Background: an optimization exercise with open tools, aiming at small area and a short achievable clock period. Do not read the settings as production practice. Where RTL was checked, it was by simulation tests only, not by an equivalence proof against the original. No functional check of the RTL was part of runs 2 and 3. Power is estimated from default activity; no workload was simulated.

File: flow/design.v
package alignPkg;
  localparam int SCORE_W = 11;
  typedef logic signed [SCORE_W-1:0] score_t;
  typedef logic [1:0] base_t;
  typedef struct packed {
    score_t m;
    score_t ix;
    score_t iy;
    score_t iz;
    score_t ixy;
    score_t iyz;
    score_t ixz;
  } scoreVec_t;
  typedef struct packed {
    scoreVec_t n1;
    scoreVec_t n2;
    scoreVec_t n3;
    base_t     a;
    base_t     b;
    base_t     c;
    logic      en;
  } cellIn_t;
endpackage
`timescale 1ns/1ps
module max7Tree (
  input  logic [76:0] x_i,      
  input  logic [20:0] thr_i,    
  input  logic [10:0] r_i,      
  output logic [10:0] max_o
);
  logic       anyW;
  logic [1:0] q;
  logic [6:0] wrapped;
  logic [1:0] qf [7];
  always_comb begin
    for (int f = 0; f < 7; f++) begin
      wrapped[f] = ~|x_i[f*11+3 +: 8] & (x_i[f*11 +: 3] < thr_i[f*3 +: 3]);
      qf[f]      = x_i[f*11 +: 2] - thr_i[f*3 +: 2];
    end
    anyW = |wrapped;
    q[1] = 1'b0;
    for (int f = 0; f < 7; f++) q[1] = q[1] | (wrapped[f] & qf[f][1]);
    q[0] = 1'b0;
    for (int f = 0; f < 7; f++) q[0] = q[0] | (wrapped[f] & qf[f][0] & (qf[f][1] | ~q[1]));
  end
  assign max_o = (anyW && (~&r_i[10:2] || r_i[1:0] < q)) ? {9'h1ff, q} : r_i;
endmodule
`timescale 1ns/1ps
module neighborDelay;
endmodule
`timescale 1ns/1ps
module cellUpdate #(
  parameter int P0 = 6, parameter int P1 = 0,
  parameter int Q0 = 5, parameter int Q1 = 2,
  parameter int R0 = 3, parameter int R1 = 1,
  parameter int S0 = 4
) (
  input  logic [76:0] src_i,      
  input  logic        bonus_i,    
  output logic [10:0] t1_o,       
  output logic [10:0] t2_o
);
  function automatic logic ge12(input logic [11:0] a, input logic [11:0] b, input logic cin);
    logic o;
    o = cin;
    for (int i = 0; i < 12; i++) o = (a[i] & ~b[i]) | ((a[i] | ~b[i]) & o);
    ge12 = o;
  endfunction
  logic [10:0] X [7];
  logic [76:0] xAll;
  for (genvar f = 0; f < 7; f++) begin : gX
    assign X[f] = {~src_i[f*11+10], src_i[f*11 +: 10]};
    assign xAll[f*11 +: 11] = X[f];
  end
  logic        selP, selQ, selR, aP, bR, gtAB, geAB;
  logic [10:0] xP, xQ, xR;
  logic [11:0] yA, yB, yS, yQ, y1, y2;
  logic [10:0] r1, r2, f1, f2;
  assign selP = ge12({1'b0, X[P0]}, {1'b0, X[P1]}, 1'b1);
  assign xP   = selP ? X[P0] : X[P1];
  assign selQ = ge12({1'b0, X[Q0]}, {1'b0, X[Q1]}, 1'b1);
  assign xQ   = selQ ? X[Q0] : X[Q1];
  assign selR = ge12({1'b0, X[R0]}, {1'b0, X[R1]}, 1'b1);
  assign xR   = selR ? X[R0] : X[R1];
  assign yS   = {1'b0, X[S0]} + 12'd1;
  assign yQ   = {1'b0, xQ} + 12'd1;
  assign aP = ge12({1'b0, xP}, {1'b0, xQ}, 1'b0);
  assign yA = aP ? {1'b0, xP} : yQ;
  assign bR = ge12({1'b0, xR}, {1'b0, X[S0]}, 1'b0);
  assign yB = bR ? {1'b0, xR} : yS;
  assign gtAB = ge12(yA, yB, 1'b0);
  assign geAB = ge12(yA, yB, 1'b1);
  assign y1 = gtAB ? yA : yB;
  assign y2 = geAB ? yA : yB;
  assign r1 = y1[10:0] - (gtAB ? 11'd4 : 11'd3);
  assign r2 = y2[10:0] - (bonus_i ? 11'd1 : 11'd3);
  logic [20:0] thr1, thr2;
  always_comb begin
    thr1 = '0;
    thr2 = '0;
    thr1[P0*3 +: 3] = 3'd4;  thr1[P1*3 +: 3] = 3'd4;
    thr1[Q0*3 +: 3] = 3'd3;  thr1[Q1*3 +: 3] = 3'd3;
    thr1[R0*3 +: 3] = 3'd3;  thr1[R1*3 +: 3] = 3'd3;
    thr1[S0*3 +: 3] = 3'd2;
    thr2[P0*3 +: 3] = bonus_i ? 3'd1 : 3'd3;  thr2[P1*3 +: 3] = bonus_i ? 3'd1 : 3'd3;
    thr2[Q0*3 +: 3] = bonus_i ? 3'd0 : 3'd2;  thr2[Q1*3 +: 3] = bonus_i ? 3'd0 : 3'd2;
    thr2[R0*3 +: 3] = bonus_i ? 3'd1 : 3'd3;  thr2[R1*3 +: 3] = bonus_i ? 3'd1 : 3'd3;
    thr2[S0*3 +: 3] = bonus_i ? 3'd0 : 3'd2;
  end
  max7Tree fix1 (.x_i(xAll), .thr_i(thr1), .r_i(r1), .max_o(f1));
  max7Tree fix2 (.x_i(xAll), .thr_i(thr2), .r_i(r2), .max_o(f2));
  assign t1_o = {~f1[10], f1[9:0]};
  assign t2_o = {~f2[10], f2[9:0]};
endmodule
`timescale 1ns/1ps
module alignCell (
  input  logic        clk,
  input  logic        rst,
  input  logic [76:0] n1_i,
  input  logic [76:0] n2_i,
  input  logic [76:0] n3_i,
  input  logic [1:0]  a_i,
  input  logic [1:0]  b_i,
  input  logic [1:0]  c_i,
  input  logic        en_i,
  output logic [76:0] state_o,
  output logic [1:0]  baseA_o,
  output logic        en_o
);
  function automatic logic ge12(input logic [11:0] a, input logic [11:0] b, input logic cin);
    logic o;
    o = cin;
    for (int i = 0; i < 12; i++) o = (a[i] & ~b[i]) | ((a[i] | ~b[i]) & o);
    ge12 = o;
  endfunction
  localparam int FM = 6, FIX = 5, FIY = 4, FIZ = 3, FIXY = 2, FIYZ = 1, FIXZ = 0;
  logic [76:0] S;
  logic [76:0] N1a;
  logic [1:0]  A, B, C;
  logic        E;
  logic [10:0] mPre, ixyPre, ixzPre;
  logic        start;
  logic        eqAB, eqBC, eqAC, eqABn, eqBCn, eqACn;
  assign start = en_i & ~E;
  assign eqAB  = (A == B);
  assign eqBC  = (B == C);
  assign eqAC  = (A == C);
  assign eqABn = (a_i == b_i);
  assign eqBCn = (b_i == c_i);
  assign eqACn = (a_i == c_i);
  logic [10:0] iyN, ixyPreD, izN, ixzPreD;
  cellUpdate #(.P0(FM), .P1(FIXZ), .Q0(FIX), .Q1(FIXY), .R0(FIZ), .R1(FIYZ), .S0(FIY)) uN2 (
    .src_i(n2_i), .bonus_i(eqABn), .t1_o(iyN), .t2_o(ixyPreD));
  cellUpdate #(.P0(FM), .P1(FIXY), .Q0(FIX), .Q1(FIXZ), .R0(FIY), .R1(FIYZ), .S0(FIZ)) uN3 (
    .src_i(n3_i), .bonus_i(eqACn), .t1_o(izN), .t2_o(ixzPreD));
  logic [10:0] xs [7];
  logic [10:0] xn [7];
  logic [76:0] xsAll, xnAll;
  for (genvar f = 0; f < 7; f++) begin : gX
    assign xs[f] = {~S[f*11+10], S[f*11 +: 10]};
    assign xn[f] = {~N1a[f*11+10], N1a[f*11 +: 10]};
    assign xsAll[f*11 +: 11] = xs[f];
    assign xnAll[f*11 +: 11] = xn[f];
  end
  logic [10:0] s1a, s1b, s2, s4, ixR, ixF;
  logic [11:0] sIx1, s4d, sZ, sW;
  logic        c1a, c1b, c2, c4, cz, cw;
  assign c1a = ge12({1'b0, xs[FIY]},  {1'b0, xs[FIZ]},  1'b1);
  assign s1a = c1a ? xs[FIY] : xs[FIZ];
  assign c1b = ge12({1'b0, xs[FIXY]}, {1'b0, xs[FIXZ]}, 1'b1);
  assign s1b = c1b ? xs[FIXY] : xs[FIXZ];
  assign c2  = ge12({1'b0, s1a}, {1'b0, s1b}, 1'b1);
  assign s2  = c2 ? s1a : s1b;                        
  assign c4  = ge12({1'b0, xs[FM]}, {1'b0, xs[FIYZ]}, 1'b1);
  assign s4  = c4 ? xs[FM] : xs[FIYZ];                
  assign sIx1 = {1'b0, xs[FIX]} + 12'd1;              
  assign s4d  = {1'b0, s4} + 12'hfff;                 
  assign cz = ge12({1'b0, s4}, sIx1, 1'b0);
  assign sZ = cz ? s4d + 12'd1 : sIx1 + 12'd1;
  assign cw = ge12({1'b0, s2} + 12'd1, sZ, 1'b1);
  assign sW = cw ? {1'b0, s2} + 12'd1 : sZ;
  assign ixR = sW[10:0] - 11'd4;
  max7Tree fixIx (.x_i(xsAll),
                  .thr_i({3'd4, 3'd2, 3'd3, 3'd3, 3'd3, 3'd4, 3'd3}),
                  .r_i(ixR), .max_o(ixF));
  logic [10:0] na1, na2, nA, nb1, nB, iyzR, iyzF;
  logic        ka1, ka2, kA, kb1, kAB;
  assign ka1 = ge12({1'b0, xn[FM]},   {1'b0, xn[FIX]},  1'b1);
  assign na1 = ka1 ? xn[FM] : xn[FIX];
  assign ka2 = ge12({1'b0, xn[FIXY]}, {1'b0, xn[FIXZ]}, 1'b1);
  assign na2 = ka2 ? xn[FIXY] : xn[FIXZ];
  assign kA  = ge12({1'b0, na1}, {1'b0, na2}, 1'b1);
  assign nA  = kA ? na1 : na2;
  assign kb1 = ge12({1'b0, xn[FIY]},  {1'b0, xn[FIZ]},  1'b1);
  assign nb1 = kb1 ? xn[FIY] : xn[FIZ];
  logic        kB;
  assign kB  = ge12({1'b0, nb1}, {1'b0, xn[FIYZ]}, 1'b1);
  assign nB  = kB ? nb1 : xn[FIYZ];
  assign kAB = ge12({1'b0, nA}, {1'b0, nB}, 1'b0);
  assign iyzR = kAB ? nA - (eqBC ? 11'd1 : 11'd3) : nB - (eqBC ? 11'd0 : 11'd2);
  logic [2:0] tA, tB;
  assign tA = eqBC ? 3'd1 : 3'd3;
  assign tB = eqBC ? 3'd0 : 3'd2;
  max7Tree fixIyz (.x_i(xnAll), .thr_i({tA, tA, tB, tB, tA, tB, tA}), .r_i(iyzR), .max_o(iyzF));
  logic t3, tm1;
  assign t3  = eqABn & eqBCn;
  assign tm1 = ~t3 & (eqABn | eqBCn | eqACn);
  logic [11:0] km [7];
  for (genvar f = 0; f < 7; f++) begin : gKm
    logic hi, lo;
    assign hi = &xn[f][10:2] & |xn[f][1:0];             
    assign lo = ~|xn[f][10:2] & (tm1 ? ~|xn[f][1:0] : ~&xn[f][1:0]);   
    assign km[f] = {t3 ? ~hi : lo, xn[f]};
  end
  logic [11:0] m1a, m1b, m1c, m2a, m2b, m3;
  assign m1a = ge12(km[FM],   km[FIX],  1'b1) ? km[FM]   : km[FIX];
  assign m1b = ge12(km[FIY],  km[FIZ],  1'b1) ? km[FIY]  : km[FIZ];
  assign m1c = ge12(km[FIXY], km[FIYZ], 1'b1) ? km[FIXY] : km[FIYZ];
  assign m2a = ge12(m1a, m1b, 1'b1) ? m1a : m1b;
  assign m2b = ge12(m1c, km[FIXZ], 1'b1) ? m1c : km[FIXZ];
  assign m3  = ge12(m2a, m2b, 1'b1) ? m2a : m2b;
  logic [10:0] mPreX;
  assign mPreX = m3[10:0] + (t3 ? 11'd3 : tm1 ? 11'h7ff : 11'h7fd);
  logic [10:0] mN, ixN, ixyN, ixzN;
  assign ixN  = start ? 11'h7fe : {~ixF[10], ixF[9:0]};
  assign mN   = start ? ((eqAB & eqBC) ? 11'd3 : (eqAB | eqBC | eqAC) ? 11'h7ff : 11'h7fd) : mPre;
  assign ixyN = start ? (eqAB ? 11'd0 : 11'h7fe) : ixyPre;
  assign ixzN = start ? (eqAC ? 11'd0 : 11'h7fe) : ixzPre;
  always_ff @(posedge clk or posedge rst) begin
    if (rst) begin
      S      <= '0;
      N1a    <= '0;
      A      <= '0;
      B      <= '0;
      C      <= '0;
      E      <= 1'b0;
      mPre   <= 11'd3;    
      ixyPre <= '0;
      ixzPre <= '0;
    end else begin
      S      <= {mN, ixN, iyN, izN, ixyN, {~iyzF[10], iyzF[9:0]}, ixzN};
      N1a    <= n1_i;
      A      <= a_i;
      B      <= b_i;
      C      <= c_i;
      E      <= en_i;
      mPre   <= {~mPreX[10], mPreX[9:0]};
      ixyPre <= ixyPreD;
      ixzPre <= ixzPreD;
    end
  end
  assign state_o = S;
  assign baseA_o = A;
  assign en_o    = E;
endmodule
`timescale 1ns/1ps
module alignCellTop (
  input  logic        clk,
  input  logic        rst,
  input  logic [76:0] n1_i,
  input  logic [76:0] n2_i,
  input  logic [76:0] n3_i,
  input  logic [1:0]  a_i,
  input  logic [1:0]  b_i,
  input  logic [1:0]  c_i,
  input  logic        en_i,
  output logic [76:0] state_o,
  output logic [1:0]  baseA_o,
  output logic        en_o
);
  alignCell alignCell_inst (
    .clk     (clk),
    .rst     (rst),
    .n1_i    (n1_i),
    .n2_i    (n2_i),
    .n3_i    (n3_i),
    .a_i     (a_i),
    .b_i     (b_i),
    .c_i     (c_i),
    .en_i    (en_i),
    .state_o (state_o),
    .baseA_o (baseA_o),
    .en_o    (en_o)
  );
endmodule
File: flow/run.sh
#!/bin/bash
# synth_recipe.tcl (not shown) runs the flow's synth.tcl, then flattens the netlist and writes it again
# the make line also repeats each setting of config.mk as NAME=value (left out here)
make -C /OpenROAD-flow-scripts/flow DESIGN_CONFIG=/design/flow/config.mk WORK_HOME=/design/flow/orfs CLKGATE_MAP_FILE= SYNTH_SCRIPT=/design/flow/synth_recipe.tcl finish
File: flow/config.mk
export PLATFORM = sky130hd
export DESIGN_NAME = alignCellTop
export DESIGN_NICKNAME = alignCellTop
export VERILOG_FILES = /design/flow/design.v
export SDC_FILE = /design/flow/constraint.sdc
export NUM_CORES = 4
export LEC_CHECK = 0
export CAP_MARGIN = 20
export CORE_MARGIN = 2
export CORE_UTILIZATION = 45
export SLEW_MARGIN = 20
File: flow/constraint.sdc
create_clock -name core_clock -period 11.0 [get_ports {clk}]
set_input_delay 2.2000 -clock core_clock [delete_from_list [all_inputs] [get_ports {clk}]]
set_output_delay 2.2000 -clock core_clock [all_outputs]
set_load 0.01 [all_outputs]
==> results.json, run 1 <==
{
  "dpl.hpwl_mm": 68.6,
  "async_reset_ff_share_pct": 100,
  "die_boundary_height_um": 230,
  "min_path_type": "reg2reg",
  "worst_setup_slack_for_register_to_register_paths_ns": 0.76,
  "fin_total_pwr_mw": 7.72,
  "post_synth_main_area_contributors": "dfrtp_1 21%, mux2i_1 6.5%, nor2_1 5.0%, nand2_1 4.3%, xnor2_1 4.2%",
  "floorplan.io_pins": 320,
  "finalHoldViolations": 0,
  "synth_enable_flop_cells": 0,
  "port_buffers": 319,
  "run_status": "complete, no violations",
  "tritoncts": "yes",
  "cts_root_buffer": "clkbuf_16",
  "synth_nets": 3321,
  "postCtsResizedCells": 0,
  "core_region_area_um2": 50400,
  "minimum_setup_slack_in_the_final_design_ns": 0.723,
  "post-synth-top-area-fraction_pct": 20.8,
  "drc": 0,
  "post_cts.repair.setup_buffers": 0,
  "setup_repair_after_global_routing_missed_its_margin": "no",
  "syn-instance-count": 3023,
  "area_enclosed_by_the_die_boundary_um2": 53100,
  "setup_total_negative_slack_ns": 0,
  "grt_pass1_wl_mm": 130,
  "ctsHoldBuffers": 0,
  "final_nets": 3629,
  "ys_types": 121,
  "synth-main-ff-cell": "dfrtp_1",
  "worstSetupEndpointType": "flip-flop",
  "antenna_found_initial": 2,
  "sequential_to_total_area_share_from_yosys_stat_pct": 21.1,
  "critPathArrivalTime_ns": 10.64,
  "tritoncts.num_buffers": 17,
  "worst_path_dominant_cell_family": "compound AO/OA/AOI/OAI gates",
  "clkLatencyLatePin_ns": 0.45,
  "final.setup_skew_ns": 0.0120,
  "slew_headroom_pct": 21.5,
  "firstDrtPassIters": 8,
  "timing.final.crit_share_pct": 93.4,
  "first_global_vias": 23600,
  "floorplan.initialDensity_pct": 45.8,
  "max-cap-violations": 0,
  "path_common_cell": "a21oi_1",
  "worst_path_largest_cell_delay_ns": 0.65,
  "worst_setup_hold_path_clk_slew_ns": 0.07,
  "post_route_cells_drive_above_1_share_pct": 6.91,
  "register_area_um2": 4860,
  "commonest_cells_after_routing_fill_and_taps_aside": "319 x clkdlybuf4s50_1, 307 x nor2_1, 263 x nand2_1",
  "global_route.usage.total_pct": 30.3,
  "grt_max_degree": 78,
  "vias_per_cell": 6.22,
  "n_fill_cell": 4724,
  "p_leak_nw": 11.4,
  "dp_worst_setup_slack_ns": 0.402,
  "timing.hold.ws_ns": 0.458,
  "synth_top_area_cell": "dfrtp_1",
  "numClockSinks": 194,
  "initialDrtViolationCount": 2145,
  "timing.critical_path.required_ns": 11.36,
  "worst-r2r-cell-count": 32,
  "multiInputGateArea_um2": 17000,
  "worstPathMaxFanout": 15,
  "vias": 25000,
  "yosysWarningCount": 10,
  "tightestPinTransition_ns": 1.16,
  "std_cell_rows": 82,
  "mostFrequentLayoutCell": "clkdlybuf4s50_1",
  "crit_buf_inv": 3,
  "ctsLongestPathBuffers": 2,
  "synth.cell_area_um2": 23100,
  "area_growth_pct": 20.1,
  "power-per-cell-area_nw_per_um2": 279,
  "syn_avg_cell_area_um2": 7.63,
  "critPathSlowestCell": "maj3_1",
  "final_period_minus_worst_setup_slack_ns": 10.28,
  "maximum_clock_frequency_mhz": 97.3,
  "drv_slew": 0,
  "cp.depth": 34,
  "h-tree-depth": 4,
  "die_x_um": 230,
  "rd_place_congestion": 0.970,
  "setup_viol": 0,
  "worst_setup_path_start_kind": "primary input",
  "vdd.ir_drop.worst_mv": 0.285,
  "drt-total-wl_mm": 83.4,
  "grt.overflow.total": 0,
  "drt-wirelength-per-cell_um": 20.8,
  "path_class": "in2reg",
  "drt.antenna.violating_nets": 0,
  "ys_seq_elements": 194,
  "holdPathStages": 2
}
==> area by class of cell <==
cell class | count | share of cell area, %
inverters | 223 | 3.05
clock buffers | 18 | 1.59
multi-input cells | 2528 | 61.4
repair buffers | 367 | 12.8
well taps | 672 | 3.04
diodes | 1 | 0.00904
flip-flops and latches | 194 | 17.5
clock inverters | 12 | 0.515
==> flip-flops by register name, indices dropped and copies added (netlist names) <==
register	count
alignCell_inst.N1a	77
alignCell_inst.S	77
alignCell_inst.ixyPre	11
alignCell_inst.ixzPre	11
alignCell_inst.mPre	11
alignCell_inst.A	2
alignCell_inst.B	2
alignCell_inst.C	2
alignCell_inst.E	1
==> synthesized netlist by cell type, drive strengths merged (16+ instances only) <==
cell type,n
or2,19
inv,223
o21ai,176
a22oi,25
xor2,55
nor3,115
a31oi,29
maj3,72
dfrtp,192
mux2i,158
or4,16
nor3b,16
nand2,264
and3,35
nand2b,62
a2111oi,17
o211ai,47
xnor2,110
nor2b,49
nor4,46
and2,33
nand4,38
a222oi,16
o31ai,26
a21o,30
nor2,314
o22ai,45
buf,36
clkbuf,42
a211oi,36
a21oi,192
mux2,52
o21a,20
ha,52
o221ai,23
nand3,97
a211o,26
==> kinds of logic after synthesis <==
group | count (synthesis) | share of synthesized area [%]
simple gates | 1148 | 24.5
compound gates | 875 | 26.8
buf+inv | 301 | 5.27
mux | 210 | 9.60
flops | 194 | 21.1
xor+xnor | 165 | 6.27
fa+ha+maj | 130 | 6.51
==> power by group <==
part	internal, mW	switching [mW]	total (mW)
Sequential	0.948	0.331	1.28
Combinational	2.43	3.40	5.83
Clock	0.326	0.289	0.615
==> metal layers <==
layer	vias to the layer above	share of wire, %	GRT usage (%)
met5	-	0	0
met4	0	3.5	11.1
met3	178	5.6	2.93
met2	993	48	51.9
met1	12000	43	39.5
li1	11800	-	-
==> path summary, 6_finish.rpt <==
| path | start | end |
|---|---|---|
| worst max-delay path | c_i[0] | alignCell_inst.mPre[10]$_DFF_PP0_ |
| worst min-delay path | alignCell_inst.mPre[2]$_DFF_PP0_ | alignCell_inst.S[68]$_DFF_PP0_ |
| worst max register to register | alignCell_inst.S[7]$_DFF_PP0_ | alignCell_inst.S[57]$_DFF_PP0_ |
| worst min register to register | alignCell_inst.mPre[2]$_DFF_PP0_ | alignCell_inst.S[68]$_DFF_PP0_ |
| max in group asynchronous | rst | alignCell_inst.S[72]$_DFF_PP0_ |
| min in group asynchronous | rst | alignCell_inst.N1a[75]$_DFF_PP0_ |
==> through the flow <==
| stage | std cells | instance area, um^2 | utilization, % |
|---|---|---|---|
| 3_5_place_dp | 3984 | 27100 | 53.8 |
| 2_1_floorplan | 3023 | 23100 | - |
| 4_1_cts | 4014 | 27700 | 54.9 |
| 3_3_place_gp | 3984 | 27100 | 53.8 |
| 6_report | 4015 | 27700 | 55.0 |
| 5_1_grt | 4015 | 27700 | 55.0 |
==> tightest hold or removal path: cells and delay by family, from the launching register on <==
family        cells  cell delay, ns
simple gates      2            0.10
flops             1            0.32
==> run 2, diff against run 1 <==
--- a/flow/design.v
+++ b/flow/design.v
@@ -26,5 +26,7 @@
   input  logic [76:0] x_i,      
   input  logic [20:0] thr_i,    
-  input  logic [10:0] r_i,      
+  input  logic        sel_i,    
+  input  logic [10:0] ra_i,
+  input  logic [10:0] rb_i,
   output logic [10:0] max_o
 );
@@ -44,5 +46,9 @@
     for (int f = 0; f < 7; f++) q[0] = q[0] | (wrapped[f] & qf[f][0] & (qf[f][1] | ~q[1]));
   end
-  assign max_o = (anyW && (~&r_i[10:2] || r_i[1:0] < q)) ? {9'h1ff, q} : r_i;
+  logic ltA, ltB, lt;
+  assign ltA = ~&ra_i[10:2] | (ra_i[1:0] < q);
+  assign ltB = ~&rb_i[10:2] | (rb_i[1:0] < q);
+  assign lt  = sel_i ? ltA : ltB;
+  assign max_o = (anyW & lt) ? {9'h1ff, q} : (sel_i ? ra_i : rb_i);
 endmodule
 `timescale 1ns/1ps
@@ -75,6 +81,6 @@
   logic        selP, selQ, selR, aP, bR, gtAB, geAB;
   logic [10:0] xP, xQ, xR;
-  logic [11:0] yA, yB, yS, yQ, y1, y2;
-  logic [10:0] r1, r2, f1, f2;
+  logic [11:0] yA, yB, yS, yQ;
+  logic [10:0] f1, f2;
   assign selP = ge12({1'b0, X[P0]}, {1'b0, X[P1]}, 1'b1);
   assign xP   = selP ? X[P0] : X[P1];
@@ -91,8 +97,9 @@
   assign gtAB = ge12(yA, yB, 1'b0);
   assign geAB = ge12(yA, yB, 1'b1);
-  assign y1 = gtAB ? yA : yB;
-  assign y2 = geAB ? yA : yB;
-  assign r1 = y1[10:0] - (gtAB ? 11'd4 : 11'd3);
-  assign r2 = y2[10:0] - (bonus_i ? 11'd1 : 11'd3);
+  logic [10:0] rA1, rB1, rA2, rB2;
+  assign rA1 = yA[10:0] - 11'd4;
+  assign rB1 = yB[10:0] - 11'd3;
+  assign rA2 = bonus_i ? yA[10:0] - 11'd1 : yA[10:0] - 11'd3;
+  assign rB2 = bonus_i ? yB[10:0] - 11'd1 : yB[10:0] - 11'd3;
   logic [20:0] thr1, thr2;
   always_comb begin
@@ -108,6 +115,6 @@
     thr2[S0*3 +: 3] = bonus_i ? 3'd0 : 3'd2;
   end
-  max7Tree fix1 (.x_i(xAll), .thr_i(thr1), .r_i(r1), .max_o(f1));
-  max7Tree fix2 (.x_i(xAll), .thr_i(thr2), .r_i(r2), .max_o(f2));
+  max7Tree fix1 (.x_i(xAll), .thr_i(thr1), .sel_i(gtAB), .ra_i(rA1), .rb_i(rB1), .max_o(f1));
+  max7Tree fix2 (.x_i(xAll), .thr_i(thr2), .sel_i(geAB), .ra_i(rA2), .rb_i(rB2), .max_o(f2));
   assign t1_o = {~f1[10], f1[9:0]};
   assign t2_o = {~f2[10], f2[9:0]};
@@ -133,4 +140,10 @@
     for (int i = 0; i < 12; i++) o = (a[i] & ~b[i]) | ((a[i] | ~b[i]) & o);
     ge12 = o;
+  endfunction
+  function automatic logic ge13(input logic [12:0] a, input logic [12:0] b, input logic cin);
+    logic o;
+    o = cin;
+    for (int i = 0; i < 13; i++) o = (a[i] & ~b[i]) | ((a[i] | ~b[i]) & o);
+    ge13 = o;
   endfunction
   localparam int FM = 6, FIX = 5, FIY = 4, FIZ = 3, FIXY = 2, FIYZ = 1, FIXZ = 0;
@@ -156,51 +169,63 @@
   logic [10:0] xs [7];
   logic [10:0] xn [7];
-  logic [76:0] xsAll, xnAll;
   for (genvar f = 0; f < 7; f++) begin : gX
     assign xs[f] = {~S[f*11+10], S[f*11 +: 10]};
     assign xn[f] = {~N1a[f*11+10], N1a[f*11 +: 10]};
-    assign xsAll[f*11 +: 11] = xs[f];
-    assign xnAll[f*11 +: 11] = xn[f];
-  end
-  logic [10:0] s1a, s1b, s2, s4, ixR, ixF;
-  logic [11:0] sIx1, s4d, sZ, sW;
+  end
+  function automatic logic [11:0] wkey(input logic [10:0] x, input logic [2:0] c);
+    wkey = {~|x[10:3] & (x[2:0] < c), x};
+  endfunction
+  logic [11:0] s1a, s1b, s2, s4, ks [7];
+  logic [12:0] sIx1, s4d, sZ, sW;
+  logic [10:0] ixF;
   logic        c1a, c1b, c2, c4, cz, cw;
-  assign c1a = ge12({1'b0, xs[FIY]},  {1'b0, xs[FIZ]},  1'b1);
-  assign s1a = c1a ? xs[FIY] : xs[FIZ];
-  assign c1b = ge12({1'b0, xs[FIXY]}, {1'b0, xs[FIXZ]}, 1'b1);
-  assign s1b = c1b ? xs[FIXY] : xs[FIXZ];
-  assign c2  = ge12({1'b0, s1a}, {1'b0, s1b}, 1'b1);
+  assign ks[FM]   = wkey(xs[FM],   3'd4);
+  assign ks[FIX]  = wkey(xs[FIX],  3'd2);
+  assign ks[FIY]  = wkey(xs[FIY],  3'd3);
+  assign ks[FIZ]  = wkey(xs[FIZ],  3'd3);
+  assign ks[FIXY] = wkey(xs[FIXY], 3'd3);
+  assign ks[FIYZ] = wkey(xs[FIYZ], 3'd4);
+  assign ks[FIXZ] = wkey(xs[FIXZ], 3'd3);
+  assign c1a = ge12(ks[FIY],  ks[FIZ],  1'b1);
+  assign s1a = c1a ? ks[FIY] : ks[FIZ];
+  assign c1b = ge12(ks[FIXY], ks[FIXZ], 1'b1);
+  assign s1b = c1b ? ks[FIXY] : ks[FIXZ];
+  assign c2  = ge12(s1a, s1b, 1'b1);
   assign s2  = c2 ? s1a : s1b;                        
-  assign c4  = ge12({1'b0, xs[FM]}, {1'b0, xs[FIYZ]}, 1'b1);
-  assign s4  = c4 ? xs[FM] : xs[FIYZ];                
-  assign sIx1 = {1'b0, xs[FIX]} + 12'd1;              
-  assign s4d  = {1'b0, s4} + 12'hfff;                 
-  assign cz = ge12({1'b0, s4}, sIx1, 1'b0);
-  assign sZ = cz ? s4d + 12'd1 : sIx1 + 12'd1;
-  assign cw = ge12({1'b0, s2} + 12'd1, sZ, 1'b1);
-  assign sW = cw ? {1'b0, s2} + 12'd1 : sZ;
-  assign ixR = sW[10:0] - 11'd4;
-  max7Tree fixIx (.x_i(xsAll),
-                  .thr_i({3'd4, 3'd2, 3'd3, 3'd3, 3'd3, 3'd4, 3'd3}),
-                  .r_i(ixR), .max_o(ixF));
-  logic [10:0] na1, na2, nA, nb1, nB, iyzR, iyzF;
-  logic        ka1, ka2, kA, kb1, kAB;
-  assign ka1 = ge12({1'b0, xn[FM]},   {1'b0, xn[FIX]},  1'b1);
-  assign na1 = ka1 ? xn[FM] : xn[FIX];
-  assign ka2 = ge12({1'b0, xn[FIXY]}, {1'b0, xn[FIXZ]}, 1'b1);
-  assign na2 = ka2 ? xn[FIXY] : xn[FIXZ];
-  assign kA  = ge12({1'b0, na1}, {1'b0, na2}, 1'b1);
-  assign nA  = kA ? na1 : na2;
-  assign kb1 = ge12({1'b0, xn[FIY]},  {1'b0, xn[FIZ]},  1'b1);
-  assign nb1 = kb1 ? xn[FIY] : xn[FIZ];
-  logic        kB;
-  assign kB  = ge12({1'b0, nb1}, {1'b0, xn[FIYZ]}, 1'b1);
-  assign nB  = kB ? nb1 : xn[FIYZ];
-  assign kAB = ge12({1'b0, nA}, {1'b0, nB}, 1'b0);
-  assign iyzR = kAB ? nA - (eqBC ? 11'd1 : 11'd3) : nB - (eqBC ? 11'd0 : 11'd2);
-  logic [2:0] tA, tB;
+  assign c4  = ge12(ks[FM], ks[FIYZ], 1'b1);
+  assign s4  = c4 ? ks[FM] : ks[FIYZ];                
+  assign sIx1 = {1'b0, ks[FIX]} + 13'd1;              
+  assign cz = ge13({1'b0, s4}, sIx1, 1'b0);
+  assign sZ = cz ? {1'b0, s4} : sIx1 + 13'd1;
+  assign cw = ge13({1'b0, s2} + 13'd1, sZ, 1'b1);
+  assign sW = cw ? {1'b0, s2} + 13'd1 : sZ;
+  assign ixF = sW[10:0] - 11'd4;
+  logic [2:0]  tA, tB;
+  logic [11:0] kn [7];
+  logic [11:0] na1, na2, nA, nb1, nB;
+  logic [10:0] iyzF;
+  logic        ka1, ka2, kA, kb1, kB, kAB;
   assign tA = eqBC ? 3'd1 : 3'd3;
   assign tB = eqBC ? 3'd0 : 3'd2;
-  max7Tree fixIyz (.x_i(xnAll), .thr_i({tA, tA, tB, tB, tA, tB, tA}), .r_i(iyzR), .max_o(iyzF));
+  assign kn[FM]   = wkey(xn[FM],   tA);
+  assign kn[FIX]  = wkey(xn[FIX],  tA);
+  assign kn[FIXY] = wkey(xn[FIXY], tA);
+  assign kn[FIXZ] = wkey(xn[FIXZ], tA);
+  assign kn[FIY]  = wkey(xn[FIY],  tB);
+  assign kn[FIZ]  = wkey(xn[FIZ],  tB);
+  assign kn[FIYZ] = wkey(xn[FIYZ], tB);
+  assign ka1 = ge12(kn[FM],   kn[FIX],  1'b1);
+  assign na1 = ka1 ? kn[FM] : kn[FIX];
+  assign ka2 = ge12(kn[FIXY], kn[FIXZ], 1'b1);
+  assign na2 = ka2 ? kn[FIXY] : kn[FIXZ];
+  assign kA  = ge12(na1, na2, 1'b1);
+  assign nA  = kA ? na1 : na2;
+  assign kb1 = ge12(kn[FIY],  kn[FIZ],  1'b1);
+  assign nb1 = kb1 ? kn[FIY] : kn[FIZ];
+  assign kB  = ge12(nb1, kn[FIYZ], 1'b1);
+  assign nB  = kB ? nb1 : kn[FIYZ];
+  assign kAB  = ge12(nA, nB, 1'b0);
+  assign iyzF = kAB ? (eqBC ? nA[10:0] - 11'd1 : nA[10:0] - 11'd3)
+                     : (eqBC ? nB[10:0]          : nB[10:0] - 11'd2);
   logic t3, tm1;
   assign t3  = eqABn & eqBCn;
@@ -221,5 +246,5 @@
   assign m3  = ge12(m2a, m2b, 1'b1) ? m2a : m2b;
   logic [10:0] mPreX;
-  assign mPreX = m3[10:0] + (t3 ? 11'd3 : tm1 ? 11'h7ff : 11'h7fd);
+  assign mPreX = t3 ? m3[10:0] + 11'd3 : tm1 ? m3[10:0] - 11'd1 : m3[10:0] - 11'd3;
   logic [10:0] mN, ixN, ixyN, ixzN;
   assign ixN  = start ? 11'h7fe : {~ixF[10], ixF[9:0]};
--- a/flow/config.mk
+++ b/flow/config.mk
@@ -9,3 +9,4 @@
 export CORE_MARGIN = 2
 export CORE_UTILIZATION = 45
+export SETUP_SLACK_MARGIN = 3
 export SLEW_MARGIN = 20
==> run 2 against run 1 <==
Net effect:
- non-clock buffer count grew 102
- critical path depth grew 2
- utilization grew 3.4 points
- clock-buffer cell count is the same
- global-route usage grew 1.5 points
- largest cell class unchanged
- combinational power grew 0.7%
==> results.json, run 2 <==
{
  "synthMostInstantiatedCell": "nand2_1",
  "vias_per_cell": 6.29,
  "post-synth-top-area-fraction_pct": 20.2,
  "setup_viol": 0,
  "timing.hold.ws_ns": 0.465,
  "first_global_vias": 24600,
  "slew_headroom_pct": 26.3,
  "grt_pass1_wl_mm": 137,
  "timing.final.crit_share_pct": 79.3,
  "worst_setup_slack_for_register_to_register_paths_ns": 2.98,
  "std_cell_rows": 84,
  "core_region_area_um2": 52400,
  "min_path_type": "reg2reg",
  "sequential_to_total_area_share_from_yosys_stat_pct": 20.4,
  "timing.critical_path.required_ns": 11.40,
  "ys_types": 114,
  "worstPathMaxFanout": 7,
  "worst_path_dominant_cell_family": "compound AO/OA/AOI/OAI gates",
  "post_synth_main_area_contributors": "dfrtp_1 20%, mux2i_1 7.5%, nand2_1 5.0%, xnor2_1 4.9%, nor2_1 4.3%",
  "tritoncts": "yes",
  "synth_enable_flop_cells": 0,
  "holdPathStages": 2,
  "async_reset_ff_share_pct": 100,
  "critPathArrivalTime_ns": 9.13,
  "fin_total_pwr_mw": 7.80,
  "p_leak_nw": 12.4,
  "numClockSinks": 194,
  "min_delay_worst_endpoint": "alignCell_inst.S[23]$_DFF_PP0_",
  "drt.antenna.violating_nets": 0,
  "maximum_clock_frequency_mhz": 115,
  "crit_start": "c_i[0]",
  "setup_repair_after_global_routing_missed_its_margin": "yes",
  "vias": 26500,
  "crit_buf_inv": 6,
  "post_route_cells_drive_above_1_share_pct": 15.0,
  "grt.overflow.total": 0,
  "num_antenna_cells": 0,
  "drt-wirelength-per-cell_um": 21.7,
  "yosysWarningCount": 12,
  "port_buffers": 319,
  "area_growth_pct": 28.7,
  "tritoncts.num_buffers": 17,
  "power-per-cell-area_nw_per_um2": 255,
  "path_class": "in2reg",
  "final_period_minus_worst_setup_slack_ns": 8.72,
  "floorplan.initialDensity_pct": 45.4,
  "synth_top_area_cell": "dfrtp_1",
  "initialDrtViolationCount": 2390,
  "synth-main-ff-cell": "dfrtp_1",
  "timing.hold.worst.start": "alignCell_inst.ixyPre[1]$_DFF_PP0_",
  "mostFrequentLayoutCell": "nand2_1",
  "grt_max_degree": 131,
  "global_route.usage.total_pct": 31.7,
  "area_enclosed_by_the_die_boundary_um2": 54700,
  "worst_setup_hold_path_clk_slew_ns": 0.08,
  "critPathSlowestCell": "o41a_1",
  "synth.cell_area_um2": 23800,
  "synth_top_cells_by_count": "315 x nand2_1, 273 x nor2_1, 193 x inv_1, 192 x dfrtp_1, 180 x a21oi_1",
  "max-cap-violations": 0,
  "rd_place_congestion": 0.993,
  "ctsLongestPathBuffers": 2,
  "crit-reg2reg-capture": "alignCell_inst.mPre[10]$_DFF_PP0_",
  "worst_path_largest_cell_delay_ns": 0.50,
  "reg.largest.list": "alignCell_inst.N1a: 77 flops, alignCell_inst.S: 77 flops",
  "final_nets": 3814,
  "firstDrtPassIters": 7,
  "floorplan.io_pins": 320,
  "final.setup_skew_ns": 0.0125,
  "antenna_found_initial": 2,
  "drc": 0,
  "synth_nets": 3429,
  "setup_total_negative_slack_ns": 0,
  "finalHoldViolations": 0,
  "worst_setup_path_start_kind": "primary input",
  "syn-instance-count": 3128,
  "fin_area_um2": 30600,
  "drt-total-wl_mm": 91.5,
  "ys_seq_elements": 194,
  "tightestPinTransition_ns": 1.07,
  "h-tree-depth": 4,
  "path_common_cell": "a21oi_2",
  "commonest_cells_after_routing_fill_and_taps_aside": "309 x nand2_1, 302 x clkdlybuf4s50_1, 263 x nor2_1",
  "clkLatencyLatePin_ns": 0.49,
  "run_status": "complete, no violations",
  "drv_slew": 0,
  "worst-r2r-cell-count": 33,
  "syn_avg_cell_area_um2": 7.61,
  "cts_root_buffer": "clkbuf_16",
  "final_core_utilization_pct": 58.4,
  "postPlaceCellArea_um2": 27600,
  "dpl.hpwl_mm": 71.9,
  "vdd.ir_drop.worst_mv": 0.322,
  "n_fill_cell": 4798,
  "worstSetupEndpointType": "flip-flop",
  "die_x_um": 234,
  "die_boundary_height_um": 234,
  "startpoint_of_the_most_critical_register_to_register_path": "alignCell_inst.N1a[14]$_DFF_PP0_"
}
==> run 2: changes by cell type after synthesis, moves of 16 or more <==
cell / previous run / this run
clkbuf_1: 42 / 64
inv_1: 218 / 193
maj3_1: 65 / 45
mux2i_1: 150 / 179
nand2_1: 263 / 315
nor2_1: 307 / 273
nor2b_1: 49 / 78
nor3_1: 114 / 98
o21ai_0: 155 / 134
o22ai_1: 43 / 60
xnor2_1: 110 / 134
==> run 2: metal layers <==
layer | wire [um] | share of wire (%) | GRT usage (%) | up-vias
met5 | 92 | 0.10 | 0.893 | -
met2 | 44700 | 49 | 54.7 | 1130
met3 | 4930 | 5.4 | 3.62 | 240
li1 | - | - | - | 12400
met1 | 37300 | 41 | 39.0 | 12800
met4 | 4580 | 5.0 | 16.2 | 6
==> run 2: layout make-up <==
class	count	area [um^2]	area share (%)
flip-flops and latches	194	4860	15.9
well taps	688	861	2.81
clock buffers	18	429	1.40
multi-input cells	2636	19000	62.2
clock inverters	14	178	0.580
repair buffers	469	4490	14.7
inverters	195	743	2.43
==> run 2: kinds of logic after synthesis <==
logic type               Yosys count  share of synthesized area, %
AND/OR/NAND/NOR                 1219                          25.5
AO/OA/AOI/OAI                    855                          25.2
flip-flops                       194                          20.4
adder cells (fa/ha/maj)          120                          5.89
multiplexers                     244                          10.7
XOR/XNOR                         195                          7.18
buffers and inverters            301                          5.15
==> run 2: report_power, final <==
group,switching (mW),total [mW],internal [mW]
Sequential,0.330,1.28,0.950
Combinational,3.26,5.87,2.61
Clock,0.340,0.652,0.312
==> run 2: stage by stage <==
step                      worst slack (ns)  cells
after global routing                  2.02   4214
after CTS                             2.49   4145
after global placement               0.448   4050
after floorplan                       2.56   3128
after detailed placement             0.342   4050
final                                 2.28   4214
==> run 2: what timing repair did <==
item,4_1_cts,5_1_grt
setup endpoints to repair,71,66
resized for setup,181,139
setup buffers,61,65
hold buffers,0,0
gates cloned,2,4
endpoints found under the hold margin,0,0
pin swaps,57,69
==> run 2: how the worst max path moves through the flow <==
stage          cells after the start  slack [ns]                                 to
2_1_floorplan                     35        2.56  alignCell_inst.mPre[10]$_DFF_PP0_
3_3_place_gp                      32        0.45  alignCell_inst.mPre[10]$_DFF_PP0_
3_5_place_dp                      32        0.34  alignCell_inst.mPre[10]$_DFF_PP0_
4_1_cts                           35        2.49  alignCell_inst.mPre[10]$_DFF_PP0_
5_1_grt                           36        2.02  alignCell_inst.mPre[10]$_DFF_PP0_
6_report                          36        2.28  alignCell_inst.mPre[10]$_DFF_PP0_
==> run 2: worst register-to-register path, delay by kind of cell (launching register included) <==
kind | cells | cell delay [ns]
flops | 1 | 0.64
buf+inv | 4 | 0.53
compound gates | 19 | 4.41
mux | 1 | 0.20
xor+xnor | 2 | 0.29
fa+ha+maj | 3 | 1.01
simple gates | 4 | 0.89
==> run 3, diff against run 2 <==
--- a/flow/config.mk
+++ b/flow/config.mk
@@ -9,4 +9,4 @@
 export CORE_MARGIN = 2
 export CORE_UTILIZATION = 45
-export SETUP_SLACK_MARGIN = 3
+export SETUP_SLACK_MARGIN = 4
 export SLEW_MARGIN = 20
==> run 3 against run 2 <==
Net effect:
- die area did not move
- fmax up 1.4%
- global-route usage increased by 2.8 points
- synthesized area stayed put
- synthesized cell count unchanged
- combinational power is 21% higher
- non-clock buffer count grew 156
- via count grew 4.9%
- clock skew up 0.014 ns
- critical path type unchanged
- critical endpoint unchanged
- largest power group unchanged
==> results.json, run 3 <==
{
  "path_common_cell": "buf_12",
  "vias_per_cell": 6.36,
  "timing.critical_path.required_ns": 11.36,
  "post_route_cells_drive_above_1_share_pct": 26.8,
  "min_path_type": "reg2reg",
  "worst_path_largest_cell_delay_ns": 0.41,
  "worst_setup_slack_for_register_to_register_paths_ns": 3.17,
  "drt-wirelength-per-cell_um": 23.0,
  "die_boundary_height_um": 234,
  "slew_headroom_pct": 27.8,
  "synth-main-ff-cell": "dfrtp_1",
  "syn-instance-count": 3128,
  "gr-usage-met2_pct": 57.8,
  "antenna_found_initial": 2,
  "async_reset_ff_share_pct": 100,
  "tritoncts.num_buffers": 17,
  "top_usage_layer": "met2",
  "global_route.usage.total_pct": 34.5,
  "post-synth-top-area-fraction_pct": 20.2,
  "h-tree-depth": 4,
  "vdd.ir_drop.worst_mv": 0.367,
  "power.combinational.fraction_pct": 78.4,
  "fin_area_um2": 33700,
  "crit_start": "a_i[0]",
  "drt-total-wl_mm": 100,
  "setup_total_negative_slack_ns": 0,
  "critPathArrivalTime_ns": 8.96,
  "ys_types": 114,
  "synth_nets": 3429,
  "dpl.hpwl_mm": 74.7,
  "firstDrtPassIters": 6,
  "drt.antenna.violating_nets": 0,
  "min_delay_worst_endpoint": "alignCell_inst.S[72]$_DFF_PP0_",
  "synth_enable_flop_cells": 0,
  "numClockSinks": 194,
  "final_period_minus_worst_setup_slack_ns": 8.60,
  "grt_util_met3_pct": 4.96,
  "crit-reg2reg-capture": "alignCell_inst.mPre[10]$_DFF_PP0_",
  "drc": 0,
  "tritoncts": "yes",
  "final_nets": 3974,
  "switching_share_pct": 49.7,
  "synth_top_cells_by_count": "315 x nand2_1, 273 x nor2_1, 193 x inv_1, 192 x dfrtp_1, 180 x a21oi_1",
  "grt.overflow.total": 0,
  "area_growth_pct": 41.8,
  "run_status": "complete, no violations",
  "synthMostInstantiatedCell": "nand2_1",
  "cellInternalPower_mw": 4.57,
  "path_class": "in2reg",
  "std_cell_rows": 84,
  "num_antenna_cells": 0,
  "p_leak_nw": 13.8,
  "final.setup_skew_ns": 0.0266,
  "setup_viol": 0,
  "switching_power_mw": 4.51,
  "die_x_um": 234,
  "setup_repair_after_global_routing_missed_its_margin": "yes",
  "sequential_to_total_area_share_from_yosys_stat_pct": 20.4,
  "commonest_cells_after_routing_fill_and_taps_aside": "280 x nand2_1, 257 x nor2_1, 243 x buf_4",
  "reg.largest.list": "alignCell_inst.N1a: 77 flops, alignCell_inst.S: 77 flops",
  "ys_seq_elements": 194,
  "maximum_clock_frequency_mhz": 116,
  "worst_setup_path_start_kind": "primary input",
  "pwr-share-seq_pct": 14.2,
  "grt_pass1_wl_mm": 148,
  "initialDrtViolationCount": 2862,
  "floorplan.initialDensity_pct": 45.4,
  "yosysWarningCount": 12,
  "post_synth_main_area_contributors": "dfrtp_1 20%, mux2i_1 7.5%, nand2_1 5.0%, xnor2_1 4.9%, nor2_1 4.3%",
  "critPathSlowestCell": "maj3_4",
  "timing.hold.worst.start": "alignCell_inst.mPre[6]$_DFF_PP0_",
  "startpoint_of_the_most_critical_register_to_register_path": "alignCell_inst.N1a[14]$_DFF_PP0_",
  "floorplan.io_pins": 320,
  "worstSetupEndpointType": "flip-flop",
  "power-per-cell-area_nw_per_um2": 269,
  "area_enclosed_by_the_die_boundary_um2": 54700,
  "synth.cell_area_um2": 23800,
  "ctsLongestPathBuffers": 2,
  "holdPathStages": 2,
  "power_frac_clock_pct": 7.4,
  "rd_place_congestion": 0.999,
  "mostFrequentLayoutCell": "nand2_1",
  "core_region_area_um2": 52400,
  "drv_slew": 0,
  "globalRouteMet1Util_pct": 43.8,
  "port_buffers": 319,
  "postPlaceCellArea_um2": 28000,
  "timing.final.crit_share_pct": 78.2,
  "clkLatencyLatePin_ns": 0.49,
  "max-cap-violations": 0,
  "worst-r2r-cell-count": 33,
  "cts_root_buffer": "clkbuf_16",
  "finalHoldViolations": 0,
  "synth_top_area_cell": "dfrtp_1",
  "worstPathMaxFanout": 6,
  "first_global_vias": 26300,
  "grt_max_degree": 70,
  "vias": 27800,
  "worst_setup_hold_path_clk_slew_ns": 0.09,
  "syn_avg_cell_area_um2": 7.61,
  "tightestPinTransition_ns": 1.05
}
-- run 3: cell counts after synthesis --
Identical to the previous run, type by type.
-- run 3: worst max path at each step --
stage / end / slack [ns] / cells after the start
floorplan: alignCell_inst.mPre[10]$_DFF_PP0_ / 2.56 / 35
global placement: alignCell_inst.mPre[10]$_DFF_PP0_ / 0.57 / 32
detailed placement: alignCell_inst.mPre[10]$_DFF_PP0_ / 0.44 / 32
CTS: alignCell_inst.mPre[10]$_DFF_PP0_ / 2.63 / 33
global route: alignCell_inst.mPre[10]$_DFF_PP0_ / 2.12 / 35
finish: alignCell_inst.mPre[10]$_DFF_PP0_ / 2.40 / 37
-- run 3: kinds of logic after synthesis --
| logic type | share of synthesized area, % |
|---|---|
| AOI/OAI and AO/OA | 25.2 |
| xor gates and xnor gates | 7.18 |
| adders and majority gates | 5.89 |
| buffers and inverters | 5.15 |
| DFF | 20.4 |
| muxes | 10.7 |
| and+or+nand+nor | 25.5 |
-- run 3: power by group through the flow --
stage / logic (mW) / clock network, mW / registers (mW)
after floorplan: 3.90 / 0 / 1.18
after global placement: 5.20 / 0 / 1.29
after detailed placement: 5.30 / 0 / 1.29
after CTS: 6.32 / 0.681 / 1.27
after global routing: 7.63 / 0.707 / 1.30
final: 7.12 / 0.672 / 1.29
-- run 3: worst max-delay path: cells and delay by family --
kind	cells	cell delay, ns
mux	3	0.85
simple gates	2	0.44
xor+xnor	3	0.47
compound gates	18	2.77
fa+ha+maj	4	1.38
buf+inv	7	0.86
-- run 3: layer usage --
metal / part of all wire [%] / vias up
met5: 0.027 / -
met4: 4.5 / 4
met3: 7.0 / 273
met2: 48 / 1348
met1: 41 / 13500
li1: - / 12700
-- run 3: area by class of cell --
class	count	area [um^2]
Fill cell	4447	18700
Clock buffer	17	425
Clock inverter	15	216
Tap cell	688	861
Sequential cell	194	4860
Multi-Input combinational cell	2640	20800
Timing Repair Buffer	625	5780
Inverter	195	744
-- run 3: per-stage QoR --
stage	utilization [%]	power (mW)	std cells	setup slack [ns]	hold slack, ns
3_3_place_gp	53.4	6.49	4053	0.574	0.439
5_1_grt	64.3	9.64	4374	2.12	0.478
3_5_place_dp	53.4	6.58	4053	0.444	0.434
4_1_cts	61.2	8.27	4301	2.63	0.455
6_report	64.3	9.08	4374	2.40	0.455
2_1_floorplan	-	5.09	3128	2.56	0.423
-- run 3: timing repair --
item                                   CTS  global route
endpoints found under the hold margin    0             0
setup endpoints to repair               77            69
setup buffers                          209            71
gates resized for setup                636           288
hold buffers                             0             0
gates cloned                             7             2
pin swaps                              182           135
==> run 4, diff against run 3 <==
--- a/flow/design.v
+++ b/flow/design.v
@@ -149,5 +149,5 @@
   localparam int FM = 6, FIX = 5, FIY = 4, FIZ = 3, FIXY = 2, FIYZ = 1, FIXZ = 0;
   logic [76:0] S;
-  logic [76:0] N1a;
+  logic [10:0] iyzPre;
   logic [1:0]  A, B, C;
   logic        E;
@@ -171,5 +171,5 @@
   for (genvar f = 0; f < 7; f++) begin : gX
     assign xs[f] = {~S[f*11+10], S[f*11 +: 10]};
-    assign xn[f] = {~N1a[f*11+10], N1a[f*11 +: 10]};
+    assign xn[f] = {~n1_i[f*11+10], n1_i[f*11 +: 10]};
   end
   function automatic logic [11:0] wkey(input logic [10:0] x, input logic [2:0] c);
@@ -202,39 +202,55 @@
   assign ixF = sW[10:0] - 11'd4;
   logic [2:0]  tA, tB;
-  logic [11:0] kn [7];
-  logic [11:0] na1, na2, nA, nb1, nB;
+  logic [10:0] na1, na2, nA, nb1, nB;
+  logic [11:0] kyA, kyB;
   logic [10:0] iyzF;
-  logic        ka1, ka2, kA, kb1, kB, kAB;
-  assign tA = eqBC ? 3'd1 : 3'd3;
-  assign tB = eqBC ? 3'd0 : 3'd2;
-  assign kn[FM]   = wkey(xn[FM],   tA);
-  assign kn[FIX]  = wkey(xn[FIX],  tA);
-  assign kn[FIXY] = wkey(xn[FIXY], tA);
-  assign kn[FIXZ] = wkey(xn[FIXZ], tA);
-  assign kn[FIY]  = wkey(xn[FIY],  tB);
-  assign kn[FIZ]  = wkey(xn[FIZ],  tB);
-  assign kn[FIYZ] = wkey(xn[FIYZ], tB);
-  assign ka1 = ge12(kn[FM],   kn[FIX],  1'b1);
-  assign na1 = ka1 ? kn[FM] : kn[FIX];
-  assign ka2 = ge12(kn[FIXY], kn[FIXZ], 1'b1);
-  assign na2 = ka2 ? kn[FIXY] : kn[FIXZ];
-  assign kA  = ge12(na1, na2, 1'b1);
-  assign nA  = kA ? na1 : na2;
-  assign kb1 = ge12(kn[FIY],  kn[FIZ],  1'b1);
-  assign nb1 = kb1 ? kn[FIY] : kn[FIZ];
-  assign kB  = ge12(nb1, kn[FIYZ], 1'b1);
-  assign nB  = kB ? nb1 : kn[FIYZ];
-  assign kAB  = ge12(nA, nB, 1'b0);
-  assign iyzF = kAB ? (eqBC ? nA[10:0] - 11'd1 : nA[10:0] - 11'd3)
-                     : (eqBC ? nB[10:0]          : nB[10:0] - 11'd2);
-  logic t3, tm1;
-  assign t3  = eqABn & eqBCn;
-  assign tm1 = ~t3 & (eqABn | eqBCn | eqACn);
+  logic        kAB;
+  logic [6:0]  n0, n1, n2;
+  for (genvar f = 0; f < 7; f++) begin : gN
+    logic lo;
+    assign lo    = ~|xn[f][10:2];
+    assign n0[f] = lo & (xn[f][1:0] == 2'd0);
+    assign n1[f] = lo & (xn[f][1:0] == 2'd1);
+    assign n2[f] = lo & (xn[f][1:0] == 2'd2);
+  end
+  logic pA0, pA1, pA2, pB0, pB1;
+  assign pA0 = n0[FM] | n0[FIX] | n0[FIXY] | n0[FIXZ];
+  assign pA1 = n1[FM] | n1[FIX] | n1[FIXY] | n1[FIXZ];
+  assign pA2 = n2[FM] | n2[FIX] | n2[FIXY] | n2[FIXZ];
+  assign pB0 = n0[FIY] | n0[FIZ] | n0[FIYZ];
+  assign pB1 = n1[FIY] | n1[FIZ] | n1[FIYZ];
+  assign tA = eqBCn ? 3'd1 : 3'd3;
+  assign tB = eqBCn ? 3'd0 : 3'd2;
+  assign na1 = ge12({1'b0, xn[FM]},   {1'b0, xn[FIX]},  1'b1) ? xn[FM]   : xn[FIX];
+  assign na2 = ge12({1'b0, xn[FIXY]}, {1'b0, xn[FIXZ]}, 1'b1) ? xn[FIXY] : xn[FIXZ];
+  assign nA  = ge12({1'b0, na1}, {1'b0, na2}, 1'b1) ? na1 : na2;
+  assign nb1 = ge12({1'b0, xn[FIY]},  {1'b0, xn[FIZ]},  1'b1) ? xn[FIY]  : xn[FIZ];
+  assign nB  = ge12({1'b0, nb1}, {1'b0, xn[FIYZ]}, 1'b1) ? nb1 : xn[FIYZ];
+  always_comb begin
+    if (eqBCn)
+      kyA = pA0 ? 12'h800 : {1'b0, nA};
+    else
+      kyA = pA2 ? 12'h802 : pA1 ? 12'h801 : pA0 ? 12'h800 : {1'b0, nA};
+    if (eqBCn)
+      kyB = {1'b0, nB};
+    else
+      kyB = pB1 ? 12'h801 : pB0 ? 12'h800 : {1'b0, nB};
+  end
+  assign kAB  = ge12(kyA, kyB, 1'b0);
+  assign iyzF = kAB ? (eqBCn ? kyA[10:0] - 11'd1 : kyA[10:0] - 11'd3)
+                    : (eqBCn ? kyB[10:0]          : kyB[10:0] - 11'd2);
   logic [11:0] km [7];
+  logic [6:0]  is0, is1, is2, is5, is6, is7;
   for (genvar f = 0; f < 7; f++) begin : gKm
-    logic hi, lo;
-    assign hi = &xn[f][10:2] & |xn[f][1:0];             
-    assign lo = ~|xn[f][10:2] & (tm1 ? ~|xn[f][1:0] : ~&xn[f][1:0]);   
-    assign km[f] = {t3 ? ~hi : lo, xn[f]};
+    logic lo, hi;
+    assign lo = ~|xn[f][10:2];
+    assign hi = &xn[f][10:2];
+    assign is0[f] = lo & (xn[f][1:0] == 2'd0);
+    assign is1[f] = lo & (xn[f][1:0] == 2'd1);
+    assign is2[f] = lo & (xn[f][1:0] == 2'd2);
+    assign is5[f] = hi & (xn[f][1:0] == 2'd1);
+    assign is6[f] = hi & (xn[f][1:0] == 2'd2);
+    assign is7[f] = hi & (xn[f][1:0] == 2'd3);
+    assign km[f] = {~(hi & |xn[f][1:0]), xn[f]};
   end
   logic [11:0] m1a, m1b, m1c, m2a, m2b, m3;
@@ -245,6 +261,20 @@
   assign m2b = ge12(m1c, km[FIXZ], 1'b1) ? m1c : km[FIXZ];
   assign m3  = ge12(m2a, m2b, 1'b1) ? m2a : m2b;
+  logic [10:0] mK;        
+  logic [5:0]  mP;        
+  logic        t3, tm1;
   logic [10:0] mPreX;
-  assign mPreX = t3 ? m3[10:0] + 11'd3 : tm1 ? m3[10:0] - 11'd1 : m3[10:0] - 11'd3;
+  assign t3  = eqABn & eqBCn;
+  assign tm1 = ~t3 & (eqABn | eqBCn | eqACn);
+  always_comb begin
+    if (t3)
+      mPreX = mK + 11'd3;
+    else if (tm1)
+      mPreX = mP[0] ? 11'd2047 : mP[5] ? 11'd2046 : mP[4] ? 11'd2045 : mP[3] ? 11'd2044
+            : mK - 11'd1;
+    else
+      mPreX = mP[2] ? 11'd2047 : mP[1] ? 11'd2046 : mP[0] ? 11'd2045
+            : mP[5] ? 11'd2044 : mP[4] ? 11'd2043 : mP[3] ? 11'd2042 : mK - 11'd3;
+  end
   logic [10:0] mN, ixN, ixyN, ixzN;
   assign ixN  = start ? 11'h7fe : {~ixF[10], ixF[9:0]};
@@ -255,5 +285,7 @@
     if (rst) begin
       S      <= '0;
-      N1a    <= '0;
+      iyzPre <= '0;
+      mK     <= 11'h400;   
+      mP     <= '0;
       A      <= '0;
       B      <= '0;
@@ -264,6 +296,8 @@
       ixzPre <= '0;
     end else begin
-      S      <= {mN, ixN, iyN, izN, ixyN, {~iyzF[10], iyzF[9:0]}, ixzN};
-      N1a    <= n1_i;
+      S      <= {mN, ixN, iyN, izN, ixyN, iyzPre, ixzN};
+      iyzPre <= {~iyzF[10], iyzF[9:0]};
+      mK     <= m3[10:0];
+      mP     <= {|is7, |is6, |is5, |is2, |is1, |is0};
       A      <= a_i;
       B      <= b_i;
--- a/flow/config.mk
+++ b/flow/config.mk
@@ -9,4 +9,4 @@
 export CORE_MARGIN = 2
 export CORE_UTILIZATION = 45
-export SETUP_SLACK_MARGIN = 4
+export SETUP_SLACK_MARGIN = 2
 export SLEW_MARGIN = 20
==> run 4 against run 3 <==
Net effect:
- still clean on timing, DRC and antenna
- synthesized area is 4.1% lower
- synthesized cell count up 1.6%
- cell area decreased by 20%
- sequential cell count down 49
- setup slack lost 0.16 ns
- global-route usage shrank 2.1 points
- critical endpoint is now alignCell_inst.mK[2]$_DFF_PP0_
- largest power group unchanged
- highest routed layer is now met4
==> results.json, run 4 <==
{
  "tightestPinTransition_ns": 1.12,
  "run_status": "complete, no violations",
  "cellInternalPower_mw": 3.09,
  "vias_per_cell": 6.42,
  "rd_place_congestion": 1.08,
  "synth-main-ff-cell": "dfrtp_1",
  "worstSetupEndpointType": "flip-flop",
  "worstPathMaxFanout": 20,
  "critPathArrivalTime_ns": 9.09,
  "ys_types": 122,
  "route.met2.wl_mm": 40.7,
  "path_class": "in2reg",
  "drv_slew": 0,
  "final.setup_skew_ns": 0.00875,
  "pwr-share-seq_pct": 17.4,
  "dpl.hpwl_mm": 71.3,
  "n_fill_cell": 4919,
  "power.combinational.fraction_pct": 73.2,
  "area_enclosed_by_the_die_boundary_um2": 52500,
  "register_area_um2": 3630,
  "h-tree-depth": 4,
  "finalHoldViolations": 0,
  "setup_viol": 0,
  "post_synth_main_area_contributors": "dfrtp_1 16%, mux2i_1 6.7%, nand2_1 6.1%, nor2_1 5.0%, xnor2_1 4.7%",
  "synth.cell_area_um2": 22800,
  "ctsLongestPathBuffers": 2,
  "synth_top_cells_by_count": "370 x nand2_1, 302 x nor2_1, 192 x inv_1, 170 x a21oi_1, 161 x o21ai_0",
  "ys_seq_elements": 145,
  "multiInputGateArea_um2": 17900,
  "timing.critical_path.required_ns": 11.33,
  "floorplan.io_pins": 320,
  "wirelength_met1_mm": 37.2,
  "yosysWarningCount": 11,
  "vias": 26400,
  "largest_reg_flops": 77,
  "switching_power_mw": 3.37,
  "async_reset_ff_share_pct": 100,
  "post_route_cells_drive_above_1_share_pct": 7.27,
  "fin_total_pwr_mw": 6.45,
  "vdd.ir_drop.worst_mv": 0.291,
  "antenna_found_initial": 3,
  "sequential_to_total_area_share_from_yosys_stat_pct": 15.9,
  "first_global_vias": 25000,
  "drt-wirelength-per-cell_um": 21.7,
  "die_x_um": 229,
  "tritoncts": "yes",
  "timing.hold.ws_ns": 0.341,
  "power_frac_clock_pct": 9.4,
  "timing.hold.worst.start": "alignCell_inst.iyzPre[0]$_DFF_PP0_",
  "drt-total-wl_mm": 89.1,
  "firstDrtPassIters": 6,
  "min_path_type": "reg2reg",
  "grt_pass1_wl_mm": 138,
  "mostFrequentLayoutCell": "nand2_1",
  "syn-instance-count": 3179,
  "switching_share_pct": 52.2,
  "port_buffers": 319,
  "tritoncts.num_buffers": 17,
  "cts_root_buffer": "clkbuf_16",
  "synthMostInstantiatedCell": "nand2_1",
  "commonest_cells_after_routing_fill_and_taps_aside": "369 x nand2_1, 319 x clkdlybuf4s50_1, 302 x nor2_1",
  "die_boundary_height_um": 229,
  "global_route.usage.total_pct": 32.4,
  "synth_nets": 3465,
  "area_growth_pct": 19.0,
  "slew_headroom_pct": 24.9,
  "top_signal_layer_used": "met4",
  "setup_total_negative_slack_ns": 0,
  "worst_setup_hold_path_clk_slew_ns": 0.07,
  "crit_start": "n1_i[32]",
  "drc": 0,
  "floorplan.initialDensity_pct": 45.6,
  "met3_length_mm": 7.00,
  "worst_setup_path_start_kind": "primary input",
  "startpoint_of_the_most_critical_register_to_register_path": "alignCell_inst.S[27]$_DFF_PP0_",
  "final_nets": 3712,
  "syn_avg_cell_area_um2": 7.17,
  "top_register_by_number_of_flip_flops": "alignCell_inst.S",
  "numClockSinks": 145,
  "final_core_utilization_pct": 54.2,
  "maximum_clock_frequency_mhz": 114,
  "synth_top_area_cell": "dfrtp_1",
  "clkLatencyLatePin_ns": 0.44,
  "initialDrtViolationCount": 2762,
  "timing.final.crit_share_pct": 79.7,
  "final_period_minus_worst_setup_slack_ns": 8.76,
  "power-per-cell-area_nw_per_um2": 238,
  "drt.antenna.violating_nets": 0,
  "p_leak_nw": 10.9,
  "grt.overflow.total": 0,
  "setup_repair_after_global_routing_missed_its_margin": "yes",
  "std_cell_rows": 82,
  "max-cap-violations": 0,
  "core_region_area_um2": 50100,
  "post-synth-top-area-fraction_pct": 15.6,
  "grt_max_degree": 79,
  "synth_enable_flop_cells": 0
}
[run 4: cell types whose count changed after synthesis, sizes merged, moves of 16 or more]
cell / previous run / this run
dfrtp: 192 / 142
mux2i: 180 / 155
nand2: 317 / 377
nand2b: 68 / 84
nand3: 97 / 117
nor2: 277 / 305
nor2b: 78 / 62
o21ai: 158 / 187
o22ai: 62 / 38
[run 4: power by group through the flow]
stage,logic (mW),registers (mW),clock network (mW)
2_1_floorplan,3.34,1.02,0
3_3_place_gp,4.49,1.11,0
3_5_place_dp,4.57,1.12,0
4_1_cts,4.61,1.11,0.621
5_1_grt,5.16,1.14,0.645
6_report,4.72,1.12,0.609
[run 4: worst max-delay path, stage by stage]
cell and delay (ns):
clkdlybuf4s50_1 0.73, nand4b_1 0.34, nor4_2 0.65, o21ai_0 0.39, nor2b_1 0.25, a311oi_2 0.24
buf_4 0.30, mux2_2 0.39, or2_2 0.27, a31o_2 0.28, maj3_2 0.47, o21ai_0 0.88
nand3_1 0.15, a41oi_1 0.24, nor3_1 0.10, maj3_1 0.37, o32ai_2 0.20, buf_4 0.25
mux2_2 0.35
[run 4: final cells by class]
type / count / area share (%)
Timing Repair Buffer: 342 / 12.4
Sequential cell: 145 / 13.4
Tap cell: 672 / 3.10
Clock inverter: 15 / 0.687
Inverter: 196 / 2.73
Multi-Input combinational cell: 2724 / 66.1
Antenna cell: 3 / 0.0277
Clock buffer: 17 / 1.57
[run 4: final timing paths]
kind                                                  end  slack (ns)  depth (start not counted)
max                        alignCell_inst.mK[2]$_DFF_PP0_        2.24                         19
min                        alignCell_inst.S[11]$_DFF_PP0_        0.34                          0
max reg2reg                alignCell_inst.S[65]$_DFF_PP0_        2.55                         30
min reg2reg                alignCell_inst.S[11]$_DFF_PP0_        0.34                          0
max in group asynchronous  alignCell_inst.S[48]$_DFF_PP0_        7.40                          3
min in group asynchronous   alignCell_inst.A[0]$_DFF_PP0_        2.27                          2
[run 4: what timing repair did]
| action | in CTS | in global routing |
|---|---|---|
| hold buffers | 0 | 0 |
| gates resized for setup | 0 | 10 |
| endpoints found under the setup margin | 0 | 32 |
| buffers inserted | 0 | 4 |
[run 4: cell families (layout without fill, tap and decap cells)]
kind of cell / Yosys count / in the layout / synth area share, %
adders and majority gates: 96 / 96 / 4.88
DFF: 145 / 145 / 15.9
buffers and inverters: 311 / 570 / 5.75
other: 0 / 3 / 0
muxes: 204 / 204 / 9.30
xor gates and xnor gates: 186 / 186 / 7.14
and+or+nand+nor: 1334 / 1334 / 28.8
AOI/OAI and AO/OA: 903 / 904 / 28.2
[run 4: routing by layer]
layer,track usage [%],vias up
li1,-,12300
met1,41.7,12500
met2,53.2,1360
met3,4.79,245
met4,15.6,0
met5,0,-
[run 4: metrics by stage]
step	cell area (um^2)	setup slack, ns	cells
2_1_floorplan	22800	3.47	3179
3_5_place_dp	26400	1.80	4074
3_3_place_gp	26400	1.55	4074
6_report	27100	2.24	4114
4_1_cts	27000	2.27	4106
5_1_grt	27100	1.81	4114

port drivers added, routing unchanged:
Ports are ideal in the flow. The routed layouts listed here were re-timed in OpenROAD.
Step 1 sets driving cells, clkbuf_16 on the clock port and buf_2 on the other inputs (assumed; they add their load-dependent delay and slew).
Step 2 also shifts input and output timing later by t, the mid clock arrival at the registers, as if the neighbouring blocks saw the same clock.
Slacks: ideal ports / drivers / drivers and shift; pairs: ideal ports / drivers.
| run | t (ns) | slack for setup (ns) | worst setup path at the end | slew at the worst register clock pin (ns) |
|---|---|---|---|---|
| run 1 | 0.495 | 0.723 / 0.748 / 0.253 | input to register | 0.08 / 0.08 |
| run 2 | 0.540 | 2.275 / 2.258 / 1.718 | input to register | 0.09 / 0.09 |
| run 3 | 0.528 | 2.399 / 2.402 / 1.874 | input to register | 0.10 / 0.10 |
| run 4 | 0.494 | 2.237 / 2.271 / 1.777 | input to register | 0.07 / 0.07 |
After both steps every run listed still meets setup and hold. For run 2, which loses most, drivers alone change the setup slack by -0.017 ns; drivers and shift together by -0.557 ns.
